Source: an optimization exercise on an open RTL-to-GDS flow (aim: small area). Production flows keep margins and buffers that such runs may drop. At most, simulation tests tie the RTL to the original design; equivalence was not proved. No functional check of the RTL was part of runs 1 and 2. No activity file was given, so power comes from the tool's default toggle rates.

[run.sh]
#!/bin/bash
# synth_recipe.tcl (not shown) runs the flow's synth.tcl, then flattens the netlist and writes it again
# the make line also repeats each setting of config.mk as NAME=value (left out here)
make -C /OpenROAD-flow-scripts/flow DESIGN_CONFIG=/design/flow/config.mk WORK_HOME=/design/flow/orfs CLKGATE_MAP_FILE= SYNTH_SCRIPT=/design/flow/synth_recipe.tcl finish
[config.mk]
export PLATFORM = sky130hd
export DESIGN_NAME = dcm_ctrl
export DESIGN_NICKNAME = dcm_ctrl
export VERILOG_FILES = /design/flow/design.v
export SDC_FILE = /design/flow/constraint.sdc
export NUM_CORES = 4
export LEC_CHECK = 0
export CAP_MARGIN = 20
export CORE_MARGIN = 2
export CORE_UTILIZATION = 60
export CTS_BUF_LIST = sky130_fd_sc_hd__clkbuf_8
export CTS_CLUSTER_SIZE = 30
export SLEW_MARGIN = 20
[constraint.sdc]
create_clock -name core_clock -period 10.0 [get_ports {clk}]
set_input_delay 2.0000 -clock core_clock [delete_from_list [all_inputs] [get_ports {clk}]]
set_output_delay 2.0000 -clock core_clock [all_outputs]
set_load 0.01 [all_outputs]
[design.v]
package dcm_ctrl_pkg;
  localparam int NUM_CH      = 6;
  localparam int POS_W       = 24;
  localparam int CTRL_BASE   = 64;
  localparam int CH_STRIDE   = 4;
  localparam int ST_BYTES    = NUM_CH * CH_STRIDE;   
endpackage
import dcm_ctrl_pkg::*;
module dcm_channel
(
  input  logic             clk,
  input  logic             reset,
  input  logic             run_i,       
  input  logic             pulse_i,
  input  logic             fault_i,
  input  logic             otw_i,
  input  logic             wr_en_i,
  input  logic [1:0]       wr_idx_i,
  input  logic [7:0]       wr_data_i,
  input  logic             snap_i,
  input  logic [7:0]       speed_i,
  input  logic [POS_W-1:0] target_i,
  input  logic [7:0]       pwm_cnt_i,
  output logic [31:0]      snap_o,      
  output logic             left_o,
  output logic             right_o,
  output logic             fault_o
);
  logic [2:0] pulse_q;
  logic [1:0] fault_s_q, otw_s_q, dir_q;
  logic fault_q, otw_q, at, drive, pwm, rise, wf;
  logic [3:0] hi_q;
  logic [POS_W-1:0] pos_q, cnt, err;
  logic [POS_W-1:0] s_pos_q;
  logic s_fault_q, s_otw_q, s_at_q;
  logic [POS_W-1:0] eq, tgl;
  logic [POS_W:0] brw, c;
  logic [8:0] lt;
  always_comb begin
    eq = ~(target_i ^ pos_q);
    brw[0] = 1'b0;
    for (int i = 0; i < POS_W; i++) brw[i+1] = eq[i] ? brw[i] : pos_q[i];
    err[POS_W-1] = ~eq[POS_W-1] ^ brw[POS_W-1];
    err[POS_W-2:0] = '0;
    at = &eq;
    drive = |speed_i && !fault_q && !at;
    lt[0] = 1'b0;
    for (int i = 0; i < 8; i++) lt[i+1] = (pwm_cnt_i[i] ^ speed_i[i]) ? speed_i[i] : lt[i];
    pwm = lt[8];
    right_o = run_i & drive & ~err[POS_W-1] & pwm;
    left_o = run_i & drive & err[POS_W-1] & pwm;
    rise = pulse_q[1] & ~pulse_q[2];
    c[0] = rise & dir_q[1];
    for (int i = 0; i < POS_W; i++) c[i+1] = c[i] & ~(pos_q[i] ^ dir_q[0]);
    tgl = c[POS_W-1:0];
    cnt = pos_q ^ tgl;
    wf = wr_en_i && wr_idx_i == 2'd0;
    fault_o = fault_q;
    snap_o = {hi_q, |speed_i & ~s_fault_q & ~s_at_q, s_at_q, s_otw_q, s_fault_q, s_pos_q};
  end
  always_ff @(posedge clk or negedge reset) begin
    if (!reset) begin
      pulse_q <= '0;
      fault_s_q <= '0;
      otw_s_q <= '0;
      dir_q <= '0;
      fault_q <= 1'b0;
      otw_q <= 1'b0;
      pos_q <= '0;
    end else begin
      pulse_q <= {pulse_q[1:0], pulse_i};
      fault_s_q <= {fault_s_q[0], fault_i};
      otw_s_q <= {otw_s_q[0], otw_i};
      if (drive) dir_q <= {1'b1, ~err[POS_W-1]};
      fault_q <= (wf ? wr_data_i[0] : fault_q) | fault_s_q[1];
      otw_q <= (wf ? wr_data_i[1] : otw_q) | otw_s_q[1];
      pos_q <= {(wr_en_i && wr_idx_i == 2'd1) ? wr_data_i : cnt[23:16],
                (wr_en_i && wr_idx_i == 2'd2) ? wr_data_i : cnt[15:8],
                (wr_en_i && wr_idx_i == 2'd3) ? wr_data_i : cnt[7:0]};
    end
  end
  always_ff @(posedge clk) begin
    if (!reset || wf) hi_q <= wr_data_i[7:4] & {4{reset}};
  end
  always_ff @(posedge clk) begin
    if (snap_i) begin
      s_pos_q <= pos_q;
      s_fault_q <= fault_q;
      s_otw_q <= otw_q;
      s_at_q <= at;
    end
  end
endmodule
import dcm_ctrl_pkg::*;
module dcm_ctrl
(
  input  logic              clk,
  input  logic              reset,
  input  logic              spi_ss,
  input  logic              spi_clk,
  input  logic              spi_mosi,
  output logic              spi_miso,
  output logic [NUM_CH-1:0] motor_left,
  output logic [NUM_CH-1:0] motor_right,
  output logic [NUM_CH-1:0] motor_reset,
  input  logic [NUM_CH-1:0] motor_pulse,
  input  logic [NUM_CH-1:0] motor_fault,
  input  logic [NUM_CH-1:0] motor_otw
);
  logic [1:0] ss_q, mosi_q;
  logic [2:0] sck_q, cnt_q;
  logic [6:0] rx_q, addr_q;
  logic [7:0] sh_q, full, rd_byte, wd;
  logic [9:0] pwm_q;   
  logic data_q, rw_q, miso_q, load_q, run_q, ss_s, rise, fall, last, wr_en, snap_en;
  logic [127:0] sel;   
  logic [127:ST_BYTES][7:0] mem_q;
  logic [31:0] snap [NUM_CH];
  logic [NUM_CH-1:0] fault;
  assign ss_s = ss_q[1];
  assign rise = sck_q[1] & ~sck_q[2];
  assign fall = ~sck_q[1] & sck_q[2];
  assign full = {rx_q, mosi_q[1]};
  assign last = !ss_s && rise && cnt_q == 3'd7;
  assign wr_en = last && data_q && rw_q;
  assign snap_en = last && !data_q;
  assign spi_miso = miso_q;
  assign motor_reset = fault | {NUM_CH{~run_q}};
  always_comb begin
    sel = '0;
    sel[addr_q] = 1'b1;
  end
  logic [127:0][7:0] rd_src;
  logic [42:0][7:0] rd_g;
  always_comb begin
    for (int i = 0; i < ST_BYTES; i++) rd_src[i] = snap[i / 4][8 * (3 - i % 4) +: 8];
    for (int i = ST_BYTES; i < 128; i++) rd_src[i] = mem_q[i];
    for (int g = 0; g < 43; g++) begin
      rd_g[g] = '0;
      for (int k = 3 * g; k < 3 * g + 3 && k < 128; k++) rd_g[g] |= {8{sel[k]}} & rd_src[k];
    end
    rd_byte = '0;
    for (int g = 0; g < 43; g++) rd_byte |= rd_g[g];
  end
  always_ff @(posedge clk or negedge reset) begin
    if (!reset) begin
      ss_q <= 2'b11;
      sck_q <= 3'b111;
      miso_q <= 1'b0;
      pwm_q <= '0;
      run_q <= 1'b0;
    end else begin
      ss_q <= {ss_q[0], spi_ss};
      sck_q <= {sck_q[1:0], spi_clk};
      miso_q <= ss_s ? 1'b0 : fall ? sh_q[7] : miso_q;
      pwm_q <= pwm_q + 10'd1;
      run_q <= 1'b1;
    end
  end
  always_ff @(posedge clk) begin
    mosi_q <= {mosi_q[0], spi_mosi};
    if (ss_s) begin
      cnt_q <= '0;
      data_q <= 1'b0;
      sh_q <= '0;
    end else begin
      if (rise) cnt_q <= cnt_q + 3'd1;
      if (last) data_q <= 1'b1;
      if (fall) sh_q <= {sh_q[6:0], 1'b0};
      else if (load_q) sh_q <= rd_byte;
    end
    if (rise) rx_q <= full[6:0];
    if (last) begin
      addr_q <= data_q ? addr_q + 7'd1 : full[6:0];
      if (!data_q) rw_q <= full[7];
    end
    load_q <= last && (data_q ? !rw_q : !full[7]);
  end
  assign wd = full & {8{reset}};
  for (genvar i = ST_BYTES; i < 128; i++) begin : g_mem
    always_ff @(posedge clk)
      if (!reset || (wr_en && sel[i])) mem_q[i] <= wd;
  end
  for (genvar n = 0; n < NUM_CH; n++) begin : g_ch
    dcm_channel u_ch (
      .clk       (clk),
      .reset     (reset),
      .run_i     (run_q),
      .pulse_i   (motor_pulse[n]),
      .fault_i   (motor_fault[n]),
      .otw_i     (motor_otw[n]),
      .wr_en_i   (wr_en && addr_q[6:5] == 2'b00 && addr_q[4:2] == 3'(n)),
      .wr_idx_i  (addr_q[1:0]),
      .wr_data_i (full),
      .snap_i    (snap_en),
      .speed_i   (mem_q[CTRL_BASE + CH_STRIDE * n]),
      .target_i  ({mem_q[CTRL_BASE + CH_STRIDE * n + 1], mem_q[CTRL_BASE + CH_STRIDE * n + 2],
                   mem_q[CTRL_BASE + CH_STRIDE * n + 3]}),
      .pwm_cnt_i (pwm_q[9:2]),
      .snap_o    (snap[n]),
      .left_o    (motor_left[n]),
      .right_o   (motor_right[n]),
      .fault_o   (fault[n])
    );
  end
endmodule
==> qor.yml, run 1 <==
status: "complete, no violations"
max_freq_ghz: 0.130
hold_buffers: 0
cp_slowest_stage_delay_ns: 0.68
syn_to_final_growth_pct: 11.7
r2r_slack_ns: 3.87
grt_antenna_before_repair: 34
finalCriticalPeriod_ns: 7.70
crit_path_start_kind: "flip-flop"
cp_cell_sequence: "nand2b_1, maj3_1, maj3_1, maj3_1, maj3_1, maj3_2, maj3_2, maj3_1, nor3_1, clkdlybuf4s50_1"
path_buf_inv: 1
synth_top_family_by_area: "compound AO/OA/AOI/OAI gates"
cts-root-buf: "clkbuf_8"
port_buffers: 41
cts_made_buffers: 199
synth_area_mm2: 0.0560
final_cell_mix: "1033 x edfxtp_1, 351 x nand2_1, 283 x nor2_1"
final_nets: 4646
rsz0062_at_grt: "false"
clk-insertion-delay-late_ns: 0.94
holdWs_ns: 0.336
p_leak_nw: 22.6
crit_arrival_ns: 5.70
ant_nets: 0
coreArea_mm2: 0.0929
die_area_mm2: 0.0957
yosysWarningCount: 3
path_class: "reg -> out"
endpoint_kind: "primary output"
pre_cts_ws_ns: 3.35
grtUsageTotal_pct: 51.4
dr_total_vias: 44882
synth_xor_area_share_pct: 4.07
crit_fanout: 10
crit_cells: 10
powerDensity_mw_per_mm2: 200
fin_area_mm2: 0.0625
drt_wl_total_um: 247000
worstMarginPinSlew_ns: 1.39
yosysSeqAreaShare_pct: 66.1
ios: 42
std_cell_rows: 112
grt_pass1_wl_um: 329000
synth_top_flop_cell: "edfxtp_1"
grt_overflow: 0
cts_tree: "done"
fin_setup_tns_ns: 0
dr.pass1.iters: 9
hold_viol: 0
setup_ws_ns: 2.30
drtIter0Drc: 9413
cts_resized: 0
max-slew-margin-rel_pct: 7.26
yosys.cell_types.count: 89
layout_commonest_cell: "edfxtp_1"
clk_path_buf_depth: 3
syn-instance-count: 4420
grt_pass1_vias: 39766
syn-num-nets: 4458
cts-htree-levels: 4
yosys.area_share.simple_pct: 11.8
ys_ff_latch: 1275
grt_max_degree: 164
drive_gt1_share_pct: 11.3
avgSynthCellArea_um2: 12.7
async_flop_share_pct: 17.8
post_cts_buffers: 0
drc: 0
post-route-util_pct: 67.3
path_delay_family: "adder cells"
clk_pin_slew_worst_paths_ns: 0.06
initial_utilization_pct: 60.2
critical_path_required_ns: 8.00
fin_crit_sh_pct: 77.0
path_common_cell: "maj3_1"
maxCapViolCount: 0
synth-edff-count: 1033
worstRegToRegCells: 11
hold_depth: 0
cts.sinks: 1275
synth.area.mux_share_pct: 0.326
routed_via_density: 7.42
synth_fa_ha_area_share_pct: 1.27
synth_compound_area_share_pct: 13.4
skew_ns: 0.0525
chipHeight_um: 309
setup_viol: 0
avgRoutedWirePerCell_um: 40.8
drv_slew: 0
dpl_cell_area_mm2: 0.0586
die_width_um: 309
crit_path_top_delay_cell: "maj3_1"
hp-class: "reg -> reg"
ir_drop_mv: 0.158
place_congestion: 1.12
hpwl_um: 175000
[final cells by class]
class                   count  area [um2]
flip-flops and latches   1275       37000
inverters                 174         653
diodes                     18        45.0
fillers                  6948       30400
well taps                1254        1570
multi-input cells        2731       17500
clock inverters           156         903
clock buffers             214        2950
repair buffers            227        1840
[routing by layer]
layer | routed length (um) | up-vias | track usage (%)
li1 | - | 17403 | -
met1 | 82900 | 21693 | 65.9
met2 | 95600 | 4668 | 67.8
met3 | 48300 | 1074 | 28.8
met4 | 19300 | 44 | 30.4
met5 | 537 | - | 0
[synthesized netlist by cell type (22+ instances only)]
| cell | instances | share of area [%] |
|---|---|---|
| a32o_1 | 25 | 0.45 |
| o21ai_0 | 151 | 1.4 |
| nand4_1 | 68 | 0.76 |
| nand2b_1 | 58 | 0.65 |
| xnor2_1 | 144 | 2.3 |
| nor2b_1 | 37 | 0.41 |
| a221oi_1 | 63 | 0.99 |
| buf_2 | 23 | 0.21 |
| or3_1 | 34 | 0.38 |
| edfxtp_1 | 1033 | 55 |
| or4_1 | 30 | 0.40 |
| and3_1 | 70 | 0.78 |
| nor2_1 | 296 | 2.0 |
| nand2_1 | 351 | 2.4 |
| a22o_1 | 61 | 0.95 |
| a31oi_1 | 32 | 0.36 |
| xor2_1 | 116 | 1.8 |
| a21oi_1 | 205 | 1.8 |
| maj3_1 | 48 | 0.86 |
| clkbuf_1 | 184 | 1.2 |
| o211ai_1 | 29 | 0.39 |
| inv_1 | 174 | 1.2 |
| dfrtp_1 | 222 | 9.9 |
| a22oi_1 | 183 | 2.5 |
| and4_1 | 22 | 0.34 |
| o22ai_1 | 48 | 0.54 |
| a222oi_1 | 30 | 0.54 |
| nand3_1 | 122 | 1.1 |
| nor3_1 | 122 | 1.1 |
| and2_1 | 22 | 0.25 |
| a32oi_1 | 59 | 0.92 |
| nor4_1 | 42 | 0.47 |
[state kept, by name, summed over array words and instances (netlist names), 6 cells and up]
register	cells
addr_q	7
g_ch.u_ch.dir_q	12
g_ch.u_ch.fault_q	6
g_ch.u_ch.fault_s_q	12
g_ch.u_ch.hi_q	24
g_ch.u_ch.otw_q	6
g_ch.u_ch.otw_s_q	12
g_ch.u_ch.pos_q	144
g_ch.u_ch.pulse_q	18
g_ch.u_ch.s_at_q	6
g_ch.u_ch.s_fault_q	6
g_ch.u_ch.s_otw_q	6
g_ch.u_ch.s_pos_q	144
mem_q	832
pwm_q	10
rx_q	7
sh_q	8
[worst paths after layout]
path | to | startpoint
min | mosi_q[1] | mosi_q[0]
min in group asynchronous | pwm_q[6] | reset
max | motor_right[2] | pwm_q[2]
max reg2reg | sh_q[5] | addr_q[0]
max in group asynchronous | g_ch[0].u_ch.pos_q[22] | reset
min reg2reg | mosi_q[1] | mosi_q[0]
[worst register-to-register path, cell delays in order (launching register included)]
cell      delay, ns
edfxtp_1       0.65
inv_1          0.20
ha_1           0.69
or4b_4         0.62
o21a_1         0.48
o21ai_1        0.87
nor2_1         0.44
a221oi_1       0.44
nand3_1        0.19
or4_1          0.69
nor4_1         0.58
a31oi_1        0.14
[through the flow]
stage / total power, W / cells
floorplan: 0.00761 / 4420
global placement: 0.00810 / 5655
detailed placement: 0.00815 / 5656
CTS: 0.0124 / 6026
global route: 0.0128 / 6035
finish: 0.0125 / 6049
[cell families (layout without fill, tap and decap cells)]
group                    after synthesis  count (layout)
multiplexers                          18              18
buffers and inverters                414             771
AND/OR/NAND/NOR                     1331            1331
adder cells (fa/ha/maj)               67              67
AO/OA/AOI/OAI                       1054            1054
flip-flops                          1275            1275
XOR/XNOR                             260             260
other                                  1              19
[power by group]
part	internal [W]	switching, W
Combinational	0.000568	0.000775
Clock	0.00217	0.00220
Sequential	0.00621	0.000570
Total	0.00895	0.00354
==> inputs of run 2 (changes only) <==
==> flow/run.sh (new file) <==
#!/bin/bash
# Own layout flow: the standard ORFS flow (standard.sh), with
#  - ABC mapping without its buffering and sizing passes and with relaxed delay targets, so it maps
#    for area (the 10 ns clock leaves plenty of slack; the placer's repair buffers what needs it);
#  - CTS without dummy loads, with mid-size clock buffers and larger sink clusters.
# Every tool's output goes to a log file in the work folder.
set -euo pipefail
W=$PWD
rm -rf "$W/scripts"
cp -r "$FLOW_HOME/scripts" "$W/scripts"
sed -i -e 's/^&nf$/\&nf -R 1000 -F 8 -C 32/' -e '/^buffer -c$/d' -e '/^upsize -c$/d' -e '/^dnsize -c$/d' \
  "$W/scripts/abc_speed.script"
CTS="-sink_clustering_enable -repair_clock_nets -dont_use_dummy_load"
CTS="$CTS -buf_list sky130_fd_sc_hd__clkbuf_8 -sink_clustering_size 30"
bash standard.sh SCRIPTS_DIR="$W/scripts" "CTS_ARGS=$CTS" synth > "$W/synth.log" 2>&1
bash standard.sh SCRIPTS_DIR="$W/scripts" "CTS_ARGS=$CTS" finish > "$W/layout.log" 2>&1
==> standard.sh (new file) <==
#!/bin/bash
# synth_recipe.tcl (not shown) runs the flow's synth.tcl, then flattens the netlist and writes it again
# the make line also repeats each setting of config.mk as NAME=value (left out here)
make -C /OpenROAD-flow-scripts/flow DESIGN_CONFIG=/design/flow/config.mk WORK_HOME=/design/flow/orfs CLKGATE_MAP_FILE= SYNTH_SCRIPT=/design/flow/synth_recipe.tcl "${@:-finish}"
--- a/config.mk
+++ b/config.mk
@@ -8,6 +8,4 @@
 export CAP_MARGIN = 20
 export CORE_MARGIN = 2
 export CORE_UTILIZATION = 60
-export CTS_BUF_LIST = sky130_fd_sc_hd__clkbuf_8
-export CTS_CLUSTER_SIZE = 30
 export SLEW_MARGIN = 20
removed: run.sh
==> run 2 against run 1 <==
Still clean. Fmax up 6.2%. Global-route usage down 1.4 points. Area after synthesis down 3.8%. Critical path type unchanged. Critical endpoint is now motor_left[0].
==> qor.yml, run 2 <==
status: "complete, no violations"  # unchanged
skew_ns: 0.0610  # was 0.0525 ns
drv_slew: 0  # unchanged
synthTopCellsByArea: "edfxtp_1 58%, dfrtp_1 10%, a22oi_1 3.2%, xnor2_1 2.5%, nor2_1 2.3%"  # was edfxtp_1 55%, dfrtp_1 9.9%, a22oi_1 2.5%, nand2_1 2.4%, xnor2_1 2.3%
layout_commonest_cell: "edfxtp_1"  # unchanged
avgRoutedWirePerCell_um: 41.0  # was 40.8 um
drtIter0Drc: 9986  # was 9413
avgSynthCellArea_um2: 13.5  # was 12.7 um2
post_cts_buffers: 0  # unchanged
maxCapViolCount: 0  # unchanged
syn-instance-count: 3988  # was 4420
grt_overflow: 0  # unchanged
hold_buffers: 0  # unchanged
multi_input_area_mm2: 0.0163  # was 0.0175 mm2
met2WireLength_um: 89800  # was 95600 um
die_width_um: 304  # was 309 um
synth_top_flop_cell: "edfxtp_1"  # unchanged
ios: 42  # unchanged
drt_wl_total_um: 230000  # was 247000 um
clk_pin_slew_worst_paths_ns: 0.06  # about the same
place_congestion: 1.13  # was 1.12
endpoint_kind: "primary output"  # unchanged
drt-met1-wl_um: 78900  # was 82900 um
reg_top3: "mem_q x832, g_ch.u_ch.pos_q x144, g_ch.u_ch.s_pos_q x144"  # unchanged
rsz0062_at_grt: "false"  # unchanged
max_freq_ghz: 0.138  # was 0.130 GHz
worstRegToRegCells: 17  # was 11
coreArea_mm2: 0.0886  # was 0.0929 mm2
dpl_cell_area_mm2: 0.0575  # was 0.0586 mm2
seqCellArea_mm2: 0.0370  # about the same
synth_most_common_cell: "edfxtp_1"  # unchanged
cts_made_buffers: 199  # unchanged
crit_path_start_kind: "flip-flop"  # unchanged
grt_pass1_vias: 38437  # was 39766
initial_utilization_pct: 60.7  # was 60.2%
synth_top_area_cell: "edfxtp_1"  # unchanged
cts.sinks: 1275  # unchanged
crit_cells: 13  # was 10
port_buffers: 41  # unchanged
top_register: "mem_q"  # unchanged
synth-edff-count: 1033  # unchanged
syn_to_final_growth_pct: 12.0  # was 11.7%
yosys.cell_types.count: 68  # was 89
synth_area_mm2: 0.0538  # was 0.0560 mm2
clk_path_buf_depth: 3  # unchanged
async_flop_share_pct: 17.8  # unchanged
r2r-end: "sh_q[7]"  # was sh_q[5]
path_class: "reg -> out"  # unchanged
p_leak_nw: 20.9  # was 22.6 nW
routed_via_density: 7.63  # was 7.42
cp_cell_sequence: "clkinv_1, maj3_1, maj3_1, maj3_1, maj3_1, maj3_1, a21oi_1, a21oi_1, nor2_1, nor2_1, a21oi_1, nor4bb_1, clkdlybuf4s50_1"  # was nand2b_1, maj3_1, maj3_1, maj3_1, maj3_1, maj3_2, maj3_2, maj3_1, nor3_1, clkdlybuf4s50_1
crit_path_start: "pwm_q[3]"  # was pwm_q[2]
wl_met3_um: 44200  # was 48300 um
fin_setup_tns_ns: 0  # unchanged
critical_path_required_ns: 8.00  # about the same
hpwl_um: 162000  # was 175000 um
finalCriticalPeriod_ns: 7.25  # was 7.70 ns
worstMarginPinSlew_ns: 1.29  # was 1.39 ns
r2r_slack_ns: 3.08  # was 3.87 ns
cts_tree: "done"  # unchanged
crit_arrival_ns: 5.25  # was 5.70 ns
synth_common_cells: "1033 x edfxtp_1, 334 x nor2_1, 250 x nand2_1, 239 x a21oi_1, 228 x a22oi_1"  # was 1033 x edfxtp_1, 351 x nand2_1, 296 x nor2_1, 222 x dfrtp_1, 205 x a21oi_1
dr.pass1.iters: 11  # was 9
cts_resized: 0  # unchanged
fin_crit_sh_pct: 72.5  # was 77.0%
ant_nets: 0  # unchanged
grt_max_degree: 130  # was 164
ys_ff_latch: 1275  # unchanged
grtUsageTotal_pct: 50.0  # was 51.4%
grt_antenna_before_repair: 15  # was 34
drive_gt1_share_pct: 10.6  # was 11.3%
die_area_mm2: 0.0921  # was 0.0957 mm2
fin_area_mm2: 0.0603  # was 0.0625 mm2
dr_total_vias: 42832  # was 44882
crit_fanout: 6  # was 10
max-slew-margin-rel_pct: 13.8  # was 7.26%
synth_top_area_share_pct: 57.6  # was 55.4%
yosysSeqAreaShare_pct: 68.7  # was 66.1%
path_buf_inv: 2  # was 1
endpoint: "motor_left[0]"  # was motor_right[2]
finalPower_w: 0.0118  # was 0.0125 W
chipHeight_um: 304  # was 309 um
hp-class: "reg -> reg"  # unchanged
path_delay_family: "adder cells"  # unchanged
final_nets: 4475  # was 4646
top_layer: "met5"  # unchanged
path_common_cell: "maj3_1"  # unchanged
fillerInstances: 6393  # was 6948
hold_viol: 0  # unchanged
drc: 0  # unchanged
crit_path_top_delay_cell: "a21oi_1"  # was maj3_1
setup_viol: 0  # unchanged
std_cell_rows: 109  # was 112
rr_startpoint: "addr_q[0]"  # unchanged
cts-root-buf: "clkbuf_8"  # unchanged
ir_drop_mv: 0.145  # was 0.158 mV
final_cell_mix: "1033 x edfxtp_1, 329 x nor2_1, 249 x nand2_1"  # was 1033 x edfxtp_1, 351 x nand2_1, 283 x nor2_1
grt_pass1_wl_um: 310000  # was 329000 um
cts-htree-levels: 4  # unchanged
powerDensity_mw_per_mm2: 195  # was 200 mW/mm2
holdWs_ns: 0.328  # was 0.336 ns
cp_slowest_stage_delay_ns: 0.78  # was 0.68 ns
syn-num-nets: 4026  # was 4458
yosysWarningCount: 3  # unchanged
largest_reg_flops: 832  # unchanged
clk-insertion-delay-late_ns: 0.91  # was 0.94 ns
## run 2: cell type report
| type | count | area share (%) |
|---|---|---|
| diodes | 14 | 0.0581 |
| multi-input cells | 2523 | 27.1 |
| well taps | 1165 | 2.42 |
| inverters | 178 | 1.11 |
| flip-flops and latches | 1275 | 61.4 |
| repair buffers | 260 | 3.43 |
| clock buffers | 199 | 4.54 |
## run 2: how the worst min path moves through the flow
stage	from	to	slack, ns	cells past startpoint
2_1_floorplan	mosi_q[0]	mosi_q[1]	0.31	0
3_3_place_gp	mosi_q[0]	mosi_q[1]	0.31	0
3_5_place_dp	mosi_q[0]	mosi_q[1]	0.31	0
4_1_cts	mosi_q[0]	mosi_q[1]	0.33	0
5_1_grt	mosi_q[0]	mosi_q[1]	0.34	0
6_report	mosi_q[0]	mosi_q[1]	0.33	0
## run 2: power by group
part | switching (W) | internal, W | leakage [nW]
clock | 0.00188 | 0.00174 | 1.43
sequential | 0.000569 | 0.00622 | 13.2
combinational | 0.000800 | 0.000577 | 6.26
total | 0.00325 | 0.00854 | 20.9
## run 2: kinds of logic (layout without fill, tap and decap cells)
kind of cell,after synthesis,in the layout,synth area share [%]
AOI/OAI and AO/OA,1092,1092,14.3
muxes,17,17,0.323
and+or+nand+nor,1083,1083,9.65
DFF,1275,1275,68.7
xor gates and xnor gates,266,266,4.33
adders and majority gates,64,64,1.26
buffers and inverters,190,637,1.41
other,1,15,0.00697
## run 2: routing by layer
metal	up-vias	global-route usage, %
li1	16637	-
met1	20735	67.5
met2	4549	65.9
met3	891	24.5
met4	20	27.0
met5	-	2.17
## run 2: stage by stage
stage	setup slack, ns	utilization (%)	std cells
after floorplan	1.10	-	3988
after global placement	3.02	64.9	5400
after detailed placement	3.72	64.9	5401
after CTS	2.86	68.0	5600
after global routing	2.68	68.0	5604
final	2.75	68.0	5614
==> inputs of run 3 (changes only) <==
--- a/design.v
+++ b/design.v
@@ -33,27 +33,15 @@
   logic [POS_W-1:0] pos_q, cnt, err;
   logic [POS_W-1:0] s_pos_q;
   logic s_fault_q, s_otw_q, s_at_q;
-  logic [POS_W-1:0] eq, tgl;
-  logic [POS_W:0] brw, c;
-  logic [8:0] lt;
   always_comb begin
-    eq = ~(target_i ^ pos_q);
-    brw[0] = 1'b0;
-    for (int i = 0; i < POS_W; i++) brw[i+1] = eq[i] ? brw[i] : pos_q[i];
-    err[POS_W-1] = ~eq[POS_W-1] ^ brw[POS_W-1];
-    err[POS_W-2:0] = '0;
-    at = &eq;
+    err = target_i - pos_q;
+    at = pos_q == target_i;
     drive = |speed_i && !fault_q && !at;
-    lt[0] = 1'b0;
-    for (int i = 0; i < 8; i++) lt[i+1] = (pwm_cnt_i[i] ^ speed_i[i]) ? speed_i[i] : lt[i];
-    pwm = lt[8];
+    pwm = pwm_cnt_i < speed_i;
     right_o = run_i & drive & ~err[POS_W-1] & pwm;
     left_o = run_i & drive & err[POS_W-1] & pwm;
     rise = pulse_q[1] & ~pulse_q[2];
-    c[0] = rise & dir_q[1];
-    for (int i = 0; i < POS_W; i++) c[i+1] = c[i] & ~(pos_q[i] ^ dir_q[0]);
-    tgl = c[POS_W-1:0];
-    cnt = pos_q ^ tgl;
+    cnt = (rise && dir_q[1]) ? (dir_q[0] ? pos_q + 1'b1 : pos_q - 1'b1) : pos_q;
     wf = wr_en_i && wr_idx_i == 2'd0;
     fault_o = fault_q;
     snap_o = {hi_q, |speed_i & ~s_fault_q & ~s_at_q, s_at_q, s_otw_q, s_fault_q, s_pos_q};
@@ -80,7 +68,8 @@
     end
   end
   always_ff @(posedge clk) begin
-    if (!reset || wf) hi_q <= wr_data_i[7:4] & {4{reset}};
+    if (!reset) hi_q <= '0;
+    else if (wf) hi_q <= wr_data_i[7:4];
   end
   always_ff @(posedge clk) begin
     if (snap_i) begin
@@ -130,17 +119,12 @@
     sel = '0;
     sel[addr_q] = 1'b1;
   end
-  logic [127:0][7:0] rd_src;
-  logic [42:0][7:0] rd_g;
   always_comb begin
-    for (int i = 0; i < ST_BYTES; i++) rd_src[i] = snap[i / 4][8 * (3 - i % 4) +: 8];
-    for (int i = ST_BYTES; i < 128; i++) rd_src[i] = mem_q[i];
-    for (int g = 0; g < 43; g++) begin
-      rd_g[g] = '0;
-      for (int k = 3 * g; k < 3 * g + 3 && k < 128; k++) rd_g[g] |= {8{sel[k]}} & rd_src[k];
-    end
     rd_byte = '0;
-    for (int g = 0; g < 43; g++) rd_byte |= rd_g[g];
+    for (int i = 0; i < ST_BYTES; i++)
+      rd_byte |= {8{sel[i]}} & snap[i / 4][8 * (3 - i % 4) +: 8];
+    for (int i = ST_BYTES; i < 128; i++)
+      rd_byte |= {8{sel[i]}} & mem_q[i];
   end
   always_ff @(posedge clk or negedge reset) begin
     if (!reset) begin
==> run.sh (new file) <==
#!/bin/bash
# synth_recipe.tcl (not shown) runs the flow's synth.tcl, then flattens the netlist and writes it again
# the make line also repeats each setting of config.mk as NAME=value (left out here)
make -C /OpenROAD-flow-scripts/flow DESIGN_CONFIG=/design/flow/config.mk WORK_HOME=/design/flow/orfs CLKGATE_MAP_FILE= SYNTH_SCRIPT=/design/flow/synth_recipe.tcl finish
--- a/config.mk
+++ b/config.mk
@@ -7,5 +7,5 @@
 export LEC_CHECK = 0
 export CAP_MARGIN = 20
 export CORE_MARGIN = 2
-export CORE_UTILIZATION = 60
+export CORE_UTILIZATION = 45
 export SLEW_MARGIN = 20
removed: flow/run.sh
removed: standard.sh
==> run 3 against run 2 <==
Still clean on timing, DRC and antenna. First-iteration DRC count decreased by 5.8%. Clock skew decreased by 0.028 ns. Global-route usage decreased by 8.1 points. Critical endpoint is now motor_left[5]. Largest cell class unchanged.
==> qor.yml, run 3 <==
status: "complete, no violations"  # unchanged
max_freq_ghz: 0.144  # was 0.138 GHz
finalCriticalPeriod_ns: 6.94  # was 7.25 ns
clk_pin_slew_worst_paths_ns: 0.06  # about the same
rsz0062_at_grt: "false"  # unchanged
hpwl_um: 206000  # was 162000 um
cts-root-buf: "clkbuf_16"  # was clkbuf_8
setup_viol: 0  # unchanged
synth_top_area_share_pct: 50.5  # was 57.6%
ir_drop_mv: 0.189  # was 0.145 mV
grtUsageTotal_pct: 41.9  # was 50.0%
yosys.cell_types.count: 86  # was 68
cts-htree-levels: 4  # unchanged
coreArea_mm2: 0.133  # was 0.0886 mm2
ant_nets: 0  # unchanged
die_area_mm2: 0.136  # was 0.0921 mm2
powerDensity_mw_per_mm2: 250  # was 195 mW/mm2
fin_crit_sh_pct: 69.4  # was 72.5%
multi_input_area_mm2: 0.0218  # was 0.0163 mm2
max-slew-margin-rel_pct: 7.70  # was 13.8%
pre_cts_ws_ns: 4.06  # was 3.72 ns
largest_reg_flops: 832  # unchanged
syn-num-nets: 5265  # was 4026
synth_common_cells: "1009 x edfxtp_1, 391 x nand2_1, 388 x nor2_1, 358 x a21oi_1, 321 x ha_1"  # was 1033 x edfxtp_1, 334 x nor2_1, 250 x nand2_1, 239 x a21oi_1, 228 x a22oi_1
drtIter0Drc: 9402  # was 9986
endpoint_kind: "primary output"  # unchanged
dr.pass1.iters: 10  # was 11
cts_made_buffers: 145  # was 199
die_width_um: 369  # was 304 um
cts_resized: 0  # unchanged
place_congestion: 1.19  # was 1.13
drv_slew: 0  # unchanged
syn-instance-count: 4915  # was 3988
clk_path_buf_depth: 3  # unchanged
holdWs_ns: 0.331  # was 0.328 ns
initial_utilization_pct: 45.1  # was 60.7%
p_leak_nw: 26.2  # was 20.9 nW
avgSynthCellArea_um2: 12.2  # was 13.5 um2
drt_wl_total_um: 287000  # was 230000 um
maxCapViolCount: 0  # unchanged
post_cts_buffers: 0  # unchanged
drive_gt1_share_pct: 10.7  # was 10.6%
synth_top_flop_cell: "edfxtp_1"  # unchanged
ys_ff_latch: 1275  # unchanged
grt_pass1_vias: 44011  # was 38437
synth_area_mm2: 0.0600  # was 0.0538 mm2
syn_to_final_growth_pct: 14.2  # was 12.0%
seqCellArea_mm2: 0.0368  # was 0.0370 mm2
crit_arrival_ns: 4.94  # was 5.25 ns
clk-insertion-delay-late_ns: 0.81  # was 0.91 ns
yosysWarningCount: 3  # unchanged
crit_fanout: 5  # was 6
grt_antenna_before_repair: 30  # was 15
hp-class: "reg -> reg"  # unchanged
synth_most_common_cell: "edfxtp_1"  # unchanged
std_cell_rows: 134  # was 109
critical_path_required_ns: 8.00  # about the same
drc: 0  # unchanged
reg_top3: "mem_q x832, g_ch.u_ch.pos_q x144, g_ch.u_ch.s_pos_q x144"  # unchanged
routed_via_density: 6.89  # was 7.63
crit_path_start_kind: "flip-flop"  # unchanged
synth_top_area_cell: "edfxtp_1"  # unchanged
hold_buffers: 0  # unchanged
layout_commonest_cell: "edfxtp_1"  # unchanged
cts_tree: "done"  # unchanged
hold_viol: 0  # unchanged
worstMarginPinSlew_ns: 1.38  # was 1.29 ns
grt_overflow: 0  # unchanged
cts.sinks: 1275  # unchanged
fin_setup_tns_ns: 0  # unchanged
path_class: "reg -> out"  # unchanged
ios: 42  # unchanged
chipHeight_um: 369  # was 304 um
setup_ws_ns: 3.06  # was 2.75 ns
synth-edff-count: 1009  # was 1033
synthTopCellsByArea: "edfxtp_1 50%, dfrtp_1 9.3%, ha_1 6.7%, a21oi_1 3.0%, a22oi_1 2.5%"  # was edfxtp_1 58%, dfrtp_1 10%, a22oi_1 3.2%, xnor2_1 2.5%, nor2_1 2.3%
async_flop_share_pct: 17.8  # unchanged
grt_pass1_wl_um: 384000  # was 310000 um
final_nets: 5457  # was 4475
final_cell_mix: "1009 x edfxtp_1, 391 x nand2_1, 369 x nor2_1"  # was 1033 x edfxtp_1, 329 x nor2_1, 249 x nand2_1
skew_ns: 0.0327  # was 0.0610 ns
dr_total_vias: 48241  # was 42832
avgRoutedWirePerCell_um: 41.0  # about the same
top_register: "mem_q"  # unchanged
grt_max_degree: 144  # was 130
yosysSeqAreaShare_pct: 61.3  # was 68.7%
port_buffers: 41  # unchanged
fillerInstances: 11436  # was 6393
run 3: changes by cell type after synthesis, sizes merged, moves of 60 or more:
cell,change
a21o,+128
a21oi,+120
clkbuf,+138
clkinv,-178
ha,+306
inv,+234
nand2,+142
xor2,-60
run 3: final cells by class:
type	instances	share of cell area [%]
multi-input combinational	3200	31.8
tap	1768	3.23
clock inverter	72	1.11
antenna	17	0.0621
inverter	234	1.28
sequential	1275	53.6
clock buffer	189	5.94
timing repair buffer	251	2.96
run 3: cells by family (layout without fill, tap and decap cells):
group,Yosys count,after routing,synth area share (%)
AO/OA/AOI/OAI,1402,1402,16.1
AND/OR/NAND/NOR,1276,1276,9.89
flip-flops,1275,1275,61.3
buffers and inverters,440,746,2.92
adder cells (fa/ha/maj),327,327,6.89
XOR/XNOR,152,152,2.22
multiplexers,42,42,0.732
other,1,18,0.00625
run 3: critical path: stages, from the launching register on:
cell and delay, ns:
edfxtp_1 0.50, inv_1 0.15, nand4_1 0.12, nor2_1 0.19, nor2_1 0.69, nand2_1 0.67
a2111oi_2 0.53, buf_4 0.30, nand2_1 0.10, mux2i_1 0.28, clkdlybuf4s50_1 0.60
run 3: stage by stage:
stage | instance area (um2) | util (%) | std cells | total power, W
final | 68600 | 51.6 | 7006 | 0.0171
after global routing | 68500 | 51.5 | 6991 | 0.0180
after CTS | 68500 | 51.5 | 6987 | 0.0171
after detailed placement | 63600 | 47.9 | 6726 | 0.0117
after global placement | 63600 | 47.8 | 6721 | 0.0116
after floorplan | 60000 | - | 4915 | 0.0104
run 3: path summary, 6_finish.rpt:
| kind | start | end | slack, ns | cells after the start |
|---|---|---|---|---|
| max in group asynchronous | reset | g_ch[3].u_ch.pos_q[16] | 6.71 | 3 |
| min | mosi_q[0] | mosi_q[1] | 0.33 | 0 |
| min in group asynchronous | reset | g_ch[5].u_ch.pulse_q[1] | 1.29 | 1 |
| max reg2reg | addr_q[0] | sh_q[1] | 3.61 | 14 |
| max | mem_q[487] | motor_left[5] | 3.06 | 10 |
| min reg2reg | mosi_q[0] | mosi_q[1] | 0.33 | 0 |
run 3: per-layer routing:
layer  share of wire, %  GRT usage (%)
met1                 37           54.2
met2                 39           56.3
met3                 15           18.7
met4                8.0           26.9
met5               0.15           1.60
run 3: power breakdown:
| group | internal [W] | switching (W) |
|---|---|---|
| combinational | 0.00206 | 0.00263 |
| sequential | 0.00635 | 0.000631 |
| clock | 0.00316 | 0.00233 |
| total | 0.0116 | 0.00559 |
==> inputs of run 4 (changes only) <==
--- a/design.v
+++ b/design.v
@@ -16,7 +16,7 @@
   input  logic             otw_i,
   input  logic             wr_en_i,
   input  logic [1:0]       wr_idx_i,
-  input  logic [7:0]       wr_data_i,
+  input  logic [7:0]       wr_data_i,   
   input  logic             snap_i,
   input  logic [7:0]       speed_i,
   input  logic [POS_W-1:0] target_i,
@@ -33,43 +33,55 @@
   logic [POS_W-1:0] pos_q, cnt, err;
   logic [POS_W-1:0] s_pos_q;
   logic s_fault_q, s_otw_q, s_at_q;
+  logic [POS_W-1:0] eq, tgl;
+  logic [POS_W:0] brw, c;
+  logic [8:0] lt;
   always_comb begin
-    err = target_i - pos_q;
-    at = pos_q == target_i;
+    eq = ~(target_i ^ pos_q);
+    brw[0] = 1'b0;
+    for (int i = 0; i < POS_W; i++) brw[i+1] = eq[i] ? brw[i] : pos_q[i];
+    err[POS_W-1] = ~eq[POS_W-1] ^ brw[POS_W-1];
+    err[POS_W-2:0] = '0;
+    at = &eq;
     drive = |speed_i && !fault_q && !at;
-    pwm = pwm_cnt_i < speed_i;
+    lt[0] = 1'b0;
+    for (int i = 0; i < 8; i++) lt[i+1] = (pwm_cnt_i[i] ^ speed_i[i]) ? speed_i[i] : lt[i];
+    pwm = lt[8];
     right_o = run_i & drive & ~err[POS_W-1] & pwm;
     left_o = run_i & drive & err[POS_W-1] & pwm;
     rise = pulse_q[1] & ~pulse_q[2];
-    cnt = (rise && dir_q[1]) ? (dir_q[0] ? pos_q + 1'b1 : pos_q - 1'b1) : pos_q;
+    c[0] = rise & dir_q[1];
+    for (int i = 0; i < POS_W; i++) c[i+1] = c[i] & ~(pos_q[i] ^ dir_q[0]);
+    tgl = c[POS_W-1:0];
+    cnt = pos_q ^ tgl;
     wf = wr_en_i && wr_idx_i == 2'd0;
     fault_o = fault_q;
     snap_o = {hi_q, |speed_i & ~s_fault_q & ~s_at_q, s_at_q, s_otw_q, s_fault_q, s_pos_q};
   end
+  logic rs, wf_r;
+  logic [3:1] wp_r;
+  assign rs = ~reset;
+  assign wf_r = wf | rs;
+  always_comb
+    for (int k = 1; k < 4; k++) wp_r[k] = (wr_en_i && wr_idx_i == 2'(k)) | rs;
   always_ff @(posedge clk or negedge reset) begin
     if (!reset) begin
-      pulse_q <= '0;
       fault_s_q <= '0;
       otw_s_q <= '0;
-      dir_q <= '0;
-      fault_q <= 1'b0;
-      otw_q <= 1'b0;
-      pos_q <= '0;
     end else begin
-      pulse_q <= {pulse_q[1:0], pulse_i};
       fault_s_q <= {fault_s_q[0], fault_i};
       otw_s_q <= {otw_s_q[0], otw_i};
-      if (drive) dir_q <= {1'b1, ~err[POS_W-1]};
-      fault_q <= (wf ? wr_data_i[0] : fault_q) | fault_s_q[1];
-      otw_q <= (wf ? wr_data_i[1] : otw_q) | otw_s_q[1];
-      pos_q <= {(wr_en_i && wr_idx_i == 2'd1) ? wr_data_i : cnt[23:16],
-                (wr_en_i && wr_idx_i == 2'd2) ? wr_data_i : cnt[15:8],
-                (wr_en_i && wr_idx_i == 2'd3) ? wr_data_i : cnt[7:0]};
     end
   end
   always_ff @(posedge clk) begin
-    if (!reset) hi_q <= '0;
-    else if (wf) hi_q <= wr_data_i[7:4];
+    pulse_q <= {pulse_q[1:0], pulse_i};
+    if (drive || rs) dir_q <= {reset, ~err[POS_W-1] & reset};
+    fault_q <= (wf_r ? wr_data_i[0] : fault_q) | fault_s_q[1];
+    otw_q <= (wf_r ? wr_data_i[1] : otw_q) | otw_s_q[1];
+    if (wf_r) hi_q <= wr_data_i[7:4];
+    pos_q <= {wp_r[1] ? wr_data_i : cnt[23:16],
+              wp_r[2] ? wr_data_i : cnt[15:8],
+              wp_r[3] ? wr_data_i : cnt[7:0]};
   end
   always_ff @(posedge clk) begin
     if (snap_i) begin
@@ -119,12 +131,17 @@
     sel = '0;
     sel[addr_q] = 1'b1;
   end
+  logic [127:0][7:0] rd_src;
+  logic [42:0][7:0] rd_g;
   always_comb begin
+    for (int i = 0; i < ST_BYTES; i++) rd_src[i] = snap[i / 4][8 * (3 - i % 4) +: 8];
+    for (int i = ST_BYTES; i < 128; i++) rd_src[i] = mem_q[i];
+    for (int g = 0; g < 43; g++) begin
+      rd_g[g] = '0;
+      for (int k = 3 * g; k < 3 * g + 3 && k < 128; k++) rd_g[g] |= {8{sel[k]}} & rd_src[k];
+    end
     rd_byte = '0;
-    for (int i = 0; i < ST_BYTES; i++)
-      rd_byte |= {8{sel[i]}} & snap[i / 4][8 * (3 - i % 4) +: 8];
-    for (int i = ST_BYTES; i < 128; i++)
-      rd_byte |= {8{sel[i]}} & mem_q[i];
+    for (int g = 0; g < 43; g++) rd_byte |= rd_g[g];
   end
   always_ff @(posedge clk or negedge reset) begin
     if (!reset) begin
@@ -175,7 +192,7 @@
       .otw_i     (motor_otw[n]),
       .wr_en_i   (wr_en && addr_q[6:5] == 2'b00 && addr_q[4:2] == 3'(n)),
       .wr_idx_i  (addr_q[1:0]),
-      .wr_data_i (full),
+      .wr_data_i (wd),
       .snap_i    (snap_en),
       .speed_i   (mem_q[CTRL_BASE + CH_STRIDE * n]),
       .target_i  ({mem_q[CTRL_BASE + CH_STRIDE * n + 1], mem_q[CTRL_BASE + CH_STRIDE * n + 2],
==> flow/run.sh (new file) <==
#!/bin/bash
# Own layout flow: the standard ORFS flow (standard.sh) with two changes.
#  - ABC maps for area: the script below replaces ORFS's abc_speed.script (no ABC buffering or
#    sizing; the placer's repair buffers what needs it, and the 10 ns clock leaves ample slack).
#    Only the combinational mapping changes: the registers are ORFS's standard synthesis's own.
#  - CTS without dummy loads, with mid-size clock buffers and larger sink clusters.
# Each tool's output goes to a log file in the work folder.
set -euo pipefail
W=$PWD
rm -rf "$W/scripts"
cp -r "$FLOW_HOME/scripts" "$W/scripts"
printf '%s\n' strash dc2 dc2 strash '&get -n' '&dch -f' '&nf -R 1000 -F 8 -C 32' '&put' topo 'stime -c' \
  > "$W/scripts/abc_speed.script"
CTS="-sink_clustering_enable -repair_clock_nets -dont_use_dummy_load"
CTS="$CTS -buf_list sky130_fd_sc_hd__clkbuf_16 -sink_clustering_size 24 -sink_clustering_max_diameter 80"
bash standard.sh SCRIPTS_DIR="$W/scripts" "CTS_ARGS=$CTS" synth > "$W/synth.log" 2>&1
bash standard.sh SCRIPTS_DIR="$W/scripts" "CTS_ARGS=$CTS" finish > "$W/layout.log" 2>&1
==> standard.sh (new file) <==
#!/bin/bash
# synth_recipe.tcl (not shown) runs the flow's synth.tcl, then flattens the netlist and writes it again
# the make line also repeats each setting of config.mk as NAME=value (left out here)
make -C /OpenROAD-flow-scripts/flow DESIGN_CONFIG=/design/flow/config.mk WORK_HOME=/design/flow/orfs CLKGATE_MAP_FILE= SYNTH_SCRIPT=/design/flow/synth_recipe.tcl "${@:-finish}"
--- a/config.mk
+++ b/config.mk
@@ -7,5 +7,5 @@
 export LEC_CHECK = 0
 export CAP_MARGIN = 20
 export CORE_MARGIN = 2
-export CORE_UTILIZATION = 45
+export CORE_UTILIZATION = 60
 export SLEW_MARGIN = 20
removed: run.sh
==> run 4 against run 3 <==
Still clean on timing, DRC and antenna. Critical path depth rose by 9. Sequential share of layout area is 11 points higher. Fmax decreased by 13%. Clock power shrank 48%. Area after synthesis fell by 14%. Register-to-register slack got worse by 1.6 ns. Routed wire length shrank 22%. Synthesized cell count down 24%. Non-clock buffer count down 59. Critical path type is now reg -> reg. Critical endpoint is now sh_q[6].
==> qor.yml, run 4 <==
skew_ns: 0.0681  # was 0.0327 ns
dpl_cell_area_mm2: 0.0545  # was 0.0636 mm2
setup_ws_ns: 2.05  # was 3.06 ns
path_class: "reg -> reg"  # was reg -> out
yosys.area_share.simple_pct: 10.6  # was 9.89%
dr.pass1.iters: 14  # was 10
ios: 42  # unchanged
synthTopCellsByArea: "edfxtp_1 61%, dfxtp_1 7.3%, a222oi_1 4.0%, nand2_1 3.3%, xnor2_1 2.7%"  # was edfxtp_1 50%, dfrtp_1 9.3%, ha_1 6.7%, a21oi_1 3.0%, a22oi_1 2.5%
synth.area.mux_share_pct: 0.0607  # was 0.732%
endpoint_kind: "flip-flop"  # was primary output
fin_crit_sh_pct: 79.5  # was 69.4%
dp_cells: 5072  # was 6726
post_cts_buffers: 0  # unchanged
port_buffers: 41  # unchanged
synth_top_area_share_pct: 60.9  # was 50.5%
grt_pass1_wl_um: 302000  # was 384000 um
hpwl_um: 161000  # was 206000 um
fin_setup_tns_ns: 0  # unchanged
finalPower_w: 0.00948  # was 0.0171 W
clk-insertion-delay-late_ns: 0.67  # was 0.81 ns
routed_via_density: 7.84  # was 6.89
initial_utilization_pct: 60.6  # was 45.1%
crit_path_start_kind: "flip-flop"  # unchanged
maxCapViolCount: 0  # unchanged
cts-root-buf: "clkbuf_16"  # unchanged
avgSynthCellArea_um2: 13.7  # was 12.2 um2
status: "complete, no violations"  # unchanged
ir_drop_mv: 0.165  # was 0.189 mV
cts_made_buffers: 66  # was 145
p_leak_nw: 19.1  # was 26.2 nW
die_area_mm2: 0.0883  # was 0.136 mm2
hold_buffers: 0  # unchanged
synth_common_cells: "1045 x edfxtp_1, 452 x nand2_1, 205 x a222oi_1, 189 x dfxtp_1, 183 x nor2_1"  # was 1009 x edfxtp_1, 391 x nand2_1, 388 x nor2_1, 358 x a21oi_1, 321 x ha_1
setup_viol: 0  # unchanged
reg_top3: "mem_q x832, g_ch.u_ch.pos_q x144, g_ch.u_ch.s_pos_q x144"  # unchanged
critical_path_required_ns: 10.54  # was 8.00 ns
ys_ff_latch: 1275  # unchanged
crit_fanout: 33  # was 5
synth_fa_ha_area_share_pct: 0.908  # was 6.89%
layout_commonest_cell: "edfxtp_1"  # unchanged
powerDensity_mw_per_mm2: 169  # was 250 mW/mm2
drive_gt1_share_pct: 6.25  # was 10.7%
fillerInstances: 6118  # was 11436
std_cell_rows: 107  # was 134
finalCriticalPeriod_ns: 7.95  # was 6.94 ns
synth_xor_area_share_pct: 4.25  # was 2.22%
drc: 0  # unchanged
synth_most_common_cell: "edfxtp_1"  # unchanged
async_flop_share_pct: 3.22  # was 17.8%
hold_depth: 0  # unchanged
grtUsageTotal_pct: 49.8  # was 41.9%
grt_max_degree: 80  # was 144
hold_viol: 0  # unchanged
chipHeight_um: 297  # was 369 um
drtIter0Drc: 10446  # was 9402
syn-num-nets: 3792  # was 5265
place_congestion: 1.12  # was 1.19
rsz0062_at_grt: "false"  # unchanged
fin_area_mm2: 0.0563  # was 0.0686 mm2
synth_area_mm2: 0.0516  # was 0.0600 mm2
yosysSeqAreaShare_pct: 70.2  # was 61.3%
hp-class: "reg -> reg"  # unchanged
layoutNonFillerInstCount: 5153  # was 7006
largest_reg_flops: 832  # unchanged
holdPathEnd: "sck_q[1]"  # was mosi_q[1]
final_nets: 4040  # was 5457
synth_compound_area_share_pct: 12.6  # was 16.1%
coreArea_mm2: 0.0851  # was 0.133 mm2
cts-htree-levels: 3  # was 4
r2r_slack_ns: 2.05  # was 3.61 ns
synth-edff-count: 1045  # was 1009
yosys.cell_types.count: 62  # was 86
syn-instance-count: 3754  # was 4915
clk_pin_slew_worst_paths_ns: 0.09  # was 0.06 ns
worstRegToRegCells: 19  # was 14
synth_top_flop_cell: "edfxtp_1"  # unchanged
synth_top_area_cell: "edfxtp_1"  # unchanged
worstMarginPinSlew_ns: 1.39  # was 1.38 ns
cts_tree: "done"  # unchanged
yosysWarningCount: 3  # unchanged
avgRoutedWirePerCell_um: 43.4  # was 41.0 um
hold_start: "sck_q[0]"  # was mosi_q[0]
grt_pass1_vias: 37273  # was 44011
drv_slew: 0  # unchanged
grt_overflow: 0  # unchanged
final_cell_mix: "1045 x edfxtp_1, 450 x nand2_1, 205 x a222oi_1"  # was 1009 x edfxtp_1, 391 x nand2_1, 369 x nor2_1
dr_total_vias: 40391  # was 48241
crit_arrival_ns: 8.49  # was 4.94 ns
ant_nets: 0  # unchanged
clk_path_buf_depth: 3  # unchanged
cts_resized: 0  # unchanged
drt_wl_total_um: 224000  # was 287000 um
syn_to_final_growth_pct: 9.11  # was 14.2%
r2r-end: "sh_q[6]"  # was sh_q[1]
grt_antenna_before_repair: 12  # was 30
max_freq_ghz: 0.126  # was 0.144 GHz
rr_startpoint: "addr_q[0]"  # unchanged
top_register: "mem_q"  # unchanged
pre_cts_ws_ns: 2.89  # was 4.06 ns
cts.sinks: 1275  # unchanged
die_width_um: 297  # was 369 um
synth_top_family_by_area: "compound AO/OA/AOI/OAI gates"  # unchanged
max-slew-margin-rel_pct: 7.31  # was 7.70%
-- run 4: changes by cell type after synthesis, sizes merged, moves of 140 or more --
cell / before / now
inv: 234 / 0
a21oi: 359 / 73
dfrtp: 222 / 36
nor2: 390 / 183
a222oi: 56 / 205
o22ai: 26 / 166
dfxtp: 39 / 189
ha: 321 / 15
clkinv: 0 / 156
-- run 4: final cells by class --
cell class                      count  area (um2)  share of cell area, %
Timing Repair Buffer              192        1560                   2.77
Inverter                          156         598                   1.06
Tap cell                         1144        1430                   2.54
Sequential cell                  1275       36200                   64.3
Multi-Input combinational cell   2311       14800                   26.3
Antenna cell                        9        22.5                 0.0400
Clock buffer                       66        1650                   2.94
-- run 4: metal layers --
metal  wire, um  vias to the layer above  track usage, %  part of all wire [%]
met3      41900                      983            22.4                    19
li1           -                    15483               -                     -
met1      71600                    19348            63.0                    32
met5         67                        -               0                 0.030
met4      19500                       10            32.8                   8.7
met2      90400                     4567            69.3                    40
-- run 4: power breakdown --
part	leakage, nW	internal (W)	total (W)	switching, W
Combinational	5.75	0.000114	0.000471	0.000357
Clock	0.813	0.00119	0.00284	0.00166
Sequential	12.5	0.00599	0.00617	0.000180
Total	19.1	0.00729	0.00948	0.00219
-- run 4: kinds of logic after synthesis --
family,Yosys count
xor gates and xnor gates,250
adders and majority gates,43
DFF,1275
AOI/OAI and AO/OA,855
and+or+nand+nor,1159
muxes,3
other,1
buffers and inverters,168
-- run 4: critical path, stage by stage, from the launching register on --
cell      delay (ns)
edfxtp_1        0.56
clkinv_1        0.13
ha_1            0.36
nand2b_1        0.14
or3_1           0.40
nor2_1          0.32
xor2_2          0.11
buf_4           0.28
nand2_1         0.52
buf_4           0.35
nor2_2          0.04
buf_4           0.23
a222oi_1        0.90
nand4_1         0.33
nor4_1          0.96
nand4_1         0.55
nor4_1          1.10
a21oi_1         0.19
a221oi_1        0.27
nor2_1          0.06
-- run 4: per-stage QoR --
step / util, % / hold WS, ns
after floorplan: - / 0.310
after global placement: 64.0 / 0.310
after detailed placement: 64.0 / 0.315
after CTS: 66.0 / 0.307
after global routing: 66.0 / 0.312
final: 66.1 / 0.294
-- run 4: how the worst max path moves through the flow --
stage / depth (start not counted) / from / to
finish: 19 / addr_q[0] / sh_q[6]
floorplan: 3 / sck_q[1] / g_ch[0].u_ch.s_at_q
CTS: 18 / g_ch[5].u_ch.pos_q[1] / motor_right[5]
global placement: 20 / addr_q[0] / sh_q[6]
detailed placement: 20 / addr_q[0] / sh_q[6]
global route: 19 / addr_q[0] / sh_q[6]
==> inputs of run 5 (changes only) <==
--- a/flow/run.sh
+++ b/flow/run.sh
@@ -12,6 +12,6 @@
 printf '%s\n' strash dc2 dc2 strash '&get -n' '&dch -f' '&nf -R 1000 -F 8 -C 32' '&put' topo 'stime -c' \
   > "$W/scripts/abc_speed.script"
 CTS="-sink_clustering_enable -repair_clock_nets -dont_use_dummy_load"
-CTS="$CTS -buf_list sky130_fd_sc_hd__clkbuf_16 -sink_clustering_size 24 -sink_clustering_max_diameter 80"
+CTS="$CTS -buf_list sky130_fd_sc_hd__clkbuf_8 -sink_clustering_size 15 -sink_clustering_max_diameter 60"
 bash standard.sh SCRIPTS_DIR="$W/scripts" "CTS_ARGS=$CTS" synth > "$W/synth.log" 2>&1
 bash standard.sh SCRIPTS_DIR="$W/scripts" "CTS_ARGS=$CTS" finish > "$W/layout.log" 2>&1
--- a/config.mk
+++ b/config.mk
@@ -7,5 +7,5 @@
 export LEC_CHECK = 0
 export CAP_MARGIN = 20
 export CORE_MARGIN = 2
-export CORE_UTILIZATION = 60
+export CORE_UTILIZATION = 70
 export SLEW_MARGIN = 20
==> run 5 against run 4 <==
Non-clock buffer count down 5. Design area decreased by 0.92%. Clock power is 12% lower. Final cell count shrank 2.8%. Sequential share of layout area increased by 0.60 points. Largest power group unchanged. Largest cell class unchanged. Still clean. Global-route usage increased by 6.5 points. Clock-buffer cell count rose by 31. Worst setup slack better by 0.20 ns. Via count increased by 2.5%.
==> qor.yml, run 5 <==
fin_crit_sh_pct: 77.5  # was 79.5%
grt_max_degree: 103  # was 80
clk_path_buf_depth: 3  # unchanged
endpoint_kind: "primary output"  # was flip-flop
drc: 0  # unchanged
chipHeight_um: 275  # was 297 um
drv_slew: 0  # unchanged
std_cell_rows: 99  # was 107
cts_resized: 0  # unchanged
ir_drop_mv: 0.163  # was 0.165 mV
grtUsageTotal_pct: 56.4  # was 49.8%
grt_overflow: 0  # unchanged
ys_ff_latch: 1275  # unchanged
synth_xor_area_share_pct: 4.25  # unchanged
worstRegToRegCells: 20  # was 19
dr_total_vias: 41403  # was 40391
synth_top_flop_cell: "edfxtp_1"  # unchanged
die_area_mm2: 0.0758  # was 0.0883 mm2
layoutNonFillerInstCount: 5007  # was 5153
crit_path_start_kind: "flip-flop"  # unchanged
final_cell_mix: "1045 x edfxtp_1, 449 x nand2_1, 205 x a222oi_1"  # was 1045 x edfxtp_1, 450 x nand2_1, 205 x a222oi_1
drtIter0Drc: 10919  # was 10446
post-route-util_pct: 76.4  # was 66.1%
grt_pass1_vias: 38105  # was 37273
synth_compound_area_share_pct: 12.6  # unchanged
coreArea_mm2: 0.0730  # was 0.0851 mm2
rsz0062_at_grt: "false"  # unchanged
maxCapViolCount: 0  # unchanged
dr.pass1.iters: 17  # was 14
synthTopCellsByArea: "edfxtp_1 61%, dfxtp_1 7.3%, a222oi_1 4.0%, nand2_1 3.3%, xnor2_1 2.7%"  # unchanged
yosysSeqAreaShare_pct: 70.2  # unchanged
worstMarginPinSlew_ns: 1.30  # was 1.39 ns
ant_nets: 0  # unchanged
synth_most_common_cell: "edfxtp_1"  # unchanged
finalCriticalPeriod_ns: 7.75  # was 7.95 ns
synth-edff-count: 1045  # unchanged
yosysWarningCount: 3  # unchanged
syn-instance-count: 3754  # unchanged
die_width_um: 275  # was 297 um
avgRoutedWirePerCell_um: 42.8  # was 43.4 um
p_leak_nw: 18.9  # was 19.1 nW
synth_top_area_share_pct: 60.9  # unchanged
grt_antenna_before_repair: 26  # was 12
cts_made_buffers: 97  # was 66
syn_to_final_growth_pct: 8.10  # was 9.11%
drt_wl_total_um: 214000  # was 224000 um
cts.sinks: 1275  # unchanged
crit_arrival_ns: 5.75  # was 8.49 ns
synth_common_cells: "1045 x edfxtp_1, 452 x nand2_1, 205 x a222oi_1, 189 x dfxtp_1, 183 x nor2_1"  # unchanged
post_cts_buffers: 0  # unchanged
routed_via_density: 8.27  # was 7.84
dp_cells: 4885  # was 5072
setup_viol: 0  # unchanged
crit_fanout: 5  # was 33
cts-root-buf: "clkbuf_8"  # was clkbuf_16
port_buffers: 41  # unchanged
synth_top_family_by_area: "compound AO/OA/AOI/OAI gates"  # unchanged
async_flop_share_pct: 3.22  # unchanged
yosys.cell_types.count: 62  # unchanged
status: "complete, no violations"  # unchanged
synth_area_mm2: 0.0516  # unchanged
critical_path_required_ns: 8.00  # was 10.54 ns
synth.area.mux_share_pct: 0.0607  # unchanged
clk-insertion-delay-late_ns: 0.78  # was 0.67 ns
ios: 42  # unchanged
yosys.area_share.simple_pct: 10.6  # unchanged
cts_tree: "done"  # unchanged
hp-class: "reg -> reg"  # unchanged
hold_viol: 0  # unchanged
largest_reg_flops: 832  # unchanged
powerDensity_mw_per_mm2: 164  # was 169 mW/mm2
fin_setup_tns_ns: 0  # unchanged
reg_top3: "mem_q x832, g_ch.u_ch.pos_q x144, g_ch.u_ch.s_pos_q x144"  # unchanged
place_congestion: 1.15  # was 1.12
skew_ns: 0.0812  # was 0.0681 ns
cts-htree-levels: 3  # unchanged
final_nets: 4066  # was 4040
path_class: "reg -> out"  # was reg -> reg
hold_buffers: 0  # unchanged
hpwl_um: 151000  # was 161000 um
max_freq_ghz: 0.129  # was 0.126 GHz
grt_pass1_wl_um: 291000  # was 302000 um
holdWs_ns: 0.311  # was 0.294 ns
max-slew-margin-rel_pct: 12.7  # was 7.31%
initial_utilization_pct: 70.7  # was 60.6%
avgSynthCellArea_um2: 13.7  # unchanged
top_register: "mem_q"  # unchanged
drive_gt1_share_pct: 7.00  # was 6.25%
r2r_slack_ns: 2.36  # was 2.05 ns
clk_pin_slew_worst_paths_ns: 0.09  # about the same
synth_top_area_cell: "edfxtp_1"  # unchanged
hold_depth: 0  # unchanged
synth_fa_ha_area_share_pct: 0.908  # unchanged
syn-num-nets: 3792  # unchanged
layout_commonest_cell: "edfxtp_1"  # unchanged
-- run 5: cell count changes in the layout (fill, tap and decap cells not counted), sizes merged --
cell / change
clkbuf: +29
diode: +13
buf: -3
clkinv: +1
inv: -1
-- run 5: area by class of cell --
type	count	area, um2
flip-flops and latches	1275	36200
diodes	22	55.1
fillers	4293	17200
well taps	959	1200
repair buffers	187	1520
clock buffers	97	1340
inverters	156	597
multi-input cells	2311	14800
-- run 5: worst paths after layout --
check	startpoint	endpoint
max in group asynchronous	reset	g_ch[0].u_ch.otw_s_q[0]
worst max-delay path	g_ch[5].u_ch.pos_q[8]	motor_right[5]
worst min register to register	g_ch[0].u_ch.pulse_q[0]	g_ch[0].u_ch.pulse_q[1]
min in group asynchronous	reset	g_ch[5].u_ch.fault_s_q[0]
worst min-delay path	g_ch[0].u_ch.pulse_q[0]	g_ch[0].u_ch.pulse_q[1]
worst max register to register	addr_q[0]	sh_q[6]
-- run 5: report_power, final --
part | total [W] | internal [W] | leakage (nW) | switching [W]
clock | 0.00249 | 0.000866 | 0.698 | 0.00163
combinational | 0.000471 | 0.000114 | 5.74 | 0.000357
sequential | 0.00616 | 0.00599 | 12.5 | 0.000177
total | 0.00913 | 0.00697 | 18.9 | 0.00216
-- run 5: worst max-delay path: stages (launching register included) --
cell and delay [ns]:
dfxtp_1 0.54, clkinv_1 0.34, o2bb2ai_1 0.71, a31oi_1 0.09, nor2_1 0.14, nor2_1 0.06
o21ai_0 0.19, o2111ai_1 0.14, a221oi_1 0.28, o31ai_1 0.10, a21oi_1 0.18, a21oi_1 0.06
maj3_1 0.38, xnor2_1 0.81, nor4b_1 0.37, clkdlybuf4s50_1 0.60
-- run 5: per-layer routing --
metal / GRT usage, % / part of all wire [%]
met1: 67.9 / 29
met2: 76.0 / 39
met3: 30.8 / 21
met4: 41.8 / 11
met5: 1.82 / 0.17
-- run 5: metrics by stage --
| stage | setup WS [ns] | instance area (um2) | power, W |
|---|---|---|---|
| 2_1_floorplan | 1.08 | 51600 | 0.00642 |
| 3_3_place_gp | 3.07 | 54300 | 0.00667 |
| 3_5_place_dp | 3.01 | 54300 | 0.00670 |
| 4_1_cts | 2.61 | 55700 | 0.00901 |
| 5_1_grt | 2.21 | 55700 | 0.00924 |
| 6_report | 2.25 | 55700 | 0.00913 |
-- run 5: cell families after synthesis --
group / count (synthesis)
flops: 1275
simple gates: 1159
mux: 3
xor+xnor: 250
other cells: 1
compound gates: 855
fa+ha+maj: 43
buf+inv: 168

-- static timing again, ports no longer ideal --
The results above use ideal ports. As a check the final layouts listed here were re-extracted and re-timed, cells and wires unchanged. Step 1 assumes that a clkbuf_16 drives the clock port and a buf_2 every other input. Step 2 also shifts input and output timing later by t, the mid clock arrival at the registers, as if the neighbouring blocks saw the same clock. a / b / c = no drivers / after step 1 / after step 2; a / b = the first two.
run	shift t [ns]	slack for setup (ns)	worst setup path at the end
run 1	0.981	2.302 / 2.230 / 3.211	register to output
run 2	0.952	2.749 / 2.678 / 3.083	register to register
run 3	0.885	3.057 / 2.962 / 3.610	register to register
run 4	0.707	2.048 / 2.048 / 2.048	register to register
run 5	0.815	2.250 / 2.181 / 2.362	register to register
After both steps every run listed still meets setup and hold.
